Context: an optimization exercise on an open-source flow, tuned for small area, a short achievable clock period and few clock cycles. The choices shown serve that exercise and are no tape-out recipe.
The RTL was checked by simulation tests, not by an equivalence proof against the original design.

== run A ==
==> flow/design.v (excerpt) <==
module yuyv_to_rgb_red_mask_core (
	input  logic       clk,
	input  logic       arst_n,
	input  logic       pix_in_valid,
	output logic       pix_in_ready,
	input  logic [7:0] pix_in_luma0,
	input  logic [7:0] pix_in_chroma_u,
	input  logic [7:0] pix_in_luma1,
	input  logic [7:0] pix_in_chroma_v,
	input  logic [9:0] pix_in_column,
	input  logic [8:0] pix_in_row,
	output logic       pix_out_valid,
	input  logic       pix_out_ready,
	output logic [7:0] pix_out_red0,
	output logic [7:0] pix_out_green0,
	output logic [7:0] pix_out_blue0,
	output logic [7:0] pix_out_red1,
	output logic [7:0] pix_out_green1,
	output logic [7:0] pix_out_blue1
);
	localparam int AW = yrm_pkg::AW;
	logic          v_b, v_c, v_d, ld_b, ld_c, ld_d;
	logic [2:0]    rcol, rrow;
	logic [AW-1:0] kr, kg, kb, py0, py1;
	logic [AW-1:0] kr_b, kg_b, kb_b, py0_b, py1_b;
	logic          sel, sel0_b, sel1_b, sel0_c, sel1_c;
	logic          m0_b, m1_b, m0_c, m1_c;
	yrm_pkg::rgb_t rgb0, rgb1, out0, out1, out0_d, out1_d;
	logic [7:0]    r0_c, hi0_c, lo0_c, r1_c, hi1_c, lo1_c;
	assign ld_d = !v_d || pix_out_ready;
	assign ld_c = !v_c || ld_d;
	assign ld_b = !v_b || ld_c;
	assign pix_in_ready  = !v_b || !v_c || !v_d || pix_out_ready;
	assign pix_out_valid = v_d;
	always_ff @(posedge clk or negedge arst_n) begin
		if (!arst_n) begin
			v_b <= 1'b0;
			v_c <= 1'b0;
			v_d <= 1'b0;
		end else begin
			if (ld_b) v_b <= pix_in_valid;
			if (ld_c) v_c <= v_b;
			if (ld_d) v_d <= v_c;
		end
	end
	assign rcol = yrm_pkg::mod3(pix_in_column);
	assign rrow = yrm_pkg::mod3({1'b0, pix_in_row});
	yrm_chroma u_chroma (.u(pix_in_chroma_u), .v(pix_in_chroma_v), .kr(kr), .kg(kg), .kb(kb),
		.gb_sel(sel));
	yrm_luma   u_luma0  (.luma(pix_in_luma0), .py(py0));
	yrm_luma   u_luma1  (.luma(pix_in_luma1), .py(py1));
	always_ff @(posedge clk) begin
		if (ld_b) begin
			kr_b   <= kr;
			kg_b   <= kg;
			kb_b   <= kb;
			py0_b  <= py0;
			py1_b  <= py1;
			sel0_b <= sel;
			sel1_b <= sel;
			m0_b   <= !rrow[0] && !rcol[0];
			m1_b   <= !rrow[0] && !rcol[2];
		end
		if (ld_c) begin
			r0_c   <= rgb0.red;
  ...
make LEC_CHECK=0 CAP_MARGIN=20 CORE_MARGIN=2 CORE_UTILIZATION=40 PLACE_DENSITY=0.6 SETUP_SLACK_MARGIN=1.6 SLEW_MARGIN=20 finish   # period 6.5 ns
run.sh (not shown) runs the stock make flow with config.mk's settings and CLKGATE_MAP_FILE= SYNTH_SCRIPT=/design/flow/synth_recipe.tcl, a recipe that flattens the netlist after the stock synthesis.
Testbench counts of run A, summed over its fixed seeds: cycles 16,024.
Here is what was changed in the inputs of run B compared with run A.
Settings: SETUP_SLACK_MARGIN removed (was 1.6).
[summary]
The start point of the critical path comes out pix_in_chroma_v[4] in one run and pix_in_chroma_u[1] in the other, namely in run B and run A respectively. Of the two values seen for cell with the biggest individual delay on the critical path, sky130_fd_sc_hd__fa_1 was produced by run A and sky130_fd_sc_hd__clkdlybuf4s50_1 by run B. Compared with run A, in run B register-to-register slack lower; met2 capacity usage during global routing shrank by 0.27 points. Synthesis-to-layout area growth (lower): run B. Run B vs. run A: worst slew margin relative to its limit closely matched the old numbers; cell count decreased by about 0.4% relative to the old numbers; pin count of the biggest net entering global routing closely matched the old numbers. Against run A, run B reports a non-clock buffer count that is lower.


Setup of run 1:
yuyv_to_rgb_red_mask_core, a different RTL version from the one above (not shown whole).
Size: ~1,700 cells after synthesis, ~200 flip-flops, ~110 I/O pins, roughly 18,000 um2 of cells after synthesis.
// yuyv_to_rgb_red_mask_core
module yuyv_to_rgb_red_mask_core (
	input  logic       clk,
	input  logic       arst_n,
	input  logic       pix_in_valid,
	output logic       pix_in_ready,
	input  logic [7:0] pix_in_luma0,
	input  logic [7:0] pix_in_chroma_u,
	input  logic [7:0] pix_in_luma1,
	input  logic [7:0] pix_in_chroma_v,
	input  logic [9:0] pix_in_column,
	input  logic [8:0] pix_in_row,
	output logic       pix_out_valid,
	input  logic       pix_out_ready,
	output logic [7:0] pix_out_red0,
	output logic [7:0] pix_out_green0,
	output logic [7:0] pix_out_blue0,
	output logic [7:0] pix_out_red1,
	output logic [7:0] pix_out_green1,
	output logic [7:0] pix_out_blue1
);
export LEC_CHECK = 0
export CAP_MARGIN = 20
export CORE_MARGIN = 2
export CORE_UTILIZATION = 40
export PLACE_DENSITY = 0.6
export SETUP_SLACK_MARGIN = 2.8
export SLEW_MARGIN = 20
create_clock -name core_clock -period 6.5 [get_ports {clk}]
Looking at the reports, run 1 completed the entire flow and the layout it produced met the timing, DRC and antenna checks.
Testbench counts of run 1, summed over its fixed seeds: cycles 16,024.
### run 1 -> run 2
Settings: an added TNS_END_PERCENT of 5.
Findings:
Compared with run 1, in run 2 tightest hold margin increased by 0.0049 ns relative to the old numbers; number of nets in the final layout lost about 0.6%.
Going from run 1 to run 2, register-to-register slack shrinks by 0.07 ns.
Relative to run 2, the following input files were edited for run 3:
Settings: ABC_AREA now 1, previously not set; TNS_END_PERCENT no longer set, was 5.
==> notes.md <==
Changes observed in run 3 relative to run 2: final worst-path cycle share now sits lower; pin count of the biggest net entering global routing rose 11; initial cell density of the core has decreased.
Comparing run 3 and run 2, the higher critical path data arrival time was measured on run 2.
Modified inputs, run 4 compared to run 3
Settings: ABC_AREA no longer set, was 1; SETUP_SLACK_MARGIN now 2.2, was 2.8.
### Flow results
Global-route usage was lower in the run labelled run 4. For run 3, the most common library cell in the layout ignoring fill and taps was sky130_fd_sc_hd__nand2_1, unlike run 4, where it was sky130_fd_sc_hd__ha_1. Looking at clock period minus worst slack, run 4 sits 0.35 ns above run 3. The worst setup slack number comes out higher for run 3 vs run 4. Compare run 3 and run 4 | wire length lower: run 4. | data required time at the worst endpoint | run 3 vs run 4 | ≈ equal |. Run 4 vs. run 3: simple logic cell fraction of the synthesized area lost 11 points; die height lost 7.3 um; number of hold-repair buffers added at the cts stage neither gained nor lost much. Core utilization: run 4 vs run 3, no meaningful difference.

==> afterwards: timing with drivers on the ports <==
Ports are ideal in the flow. The routed layouts listed here were re-timed in OpenROAD.
Step 1 assumes that a clkbuf_16 drives the clock port and a buf_2 every other input.
Step 2 times the ports against the registers' clock, not the clock port: input delays grow and output delays shrink by t, the midpoint of the rising clock arrivals with the driver on.
Slacks: ideal ports / drivers / drivers and shift; pairs: ideal ports / drivers.
run	t, ns	setup slack, ns	latest minus earliest clock arrival (ns)
run A	0.520	1.616 / 1.649 / 1.128	0.022 / 0.021
run B	0.518	1.239 / 1.273 / 0.755	0.022 / 0.021
run 1	0.593	2.626 / 2.626 / 2.311	0.015 / 0.015
run 2	0.591	2.559 / 2.559 / 2.178	0.026 / 0.026
run 3	0.580	2.725 / 2.725 / 2.454	0.018 / 0.018
run 4	0.589	2.379 / 2.379 / 1.831	0.025 / 0.025
After both steps setup and hold are still met in every run listed. For run 4, which loses most, drivers alone change the setup slack by 0.000 ns; drivers and shift together by -0.548 ns.
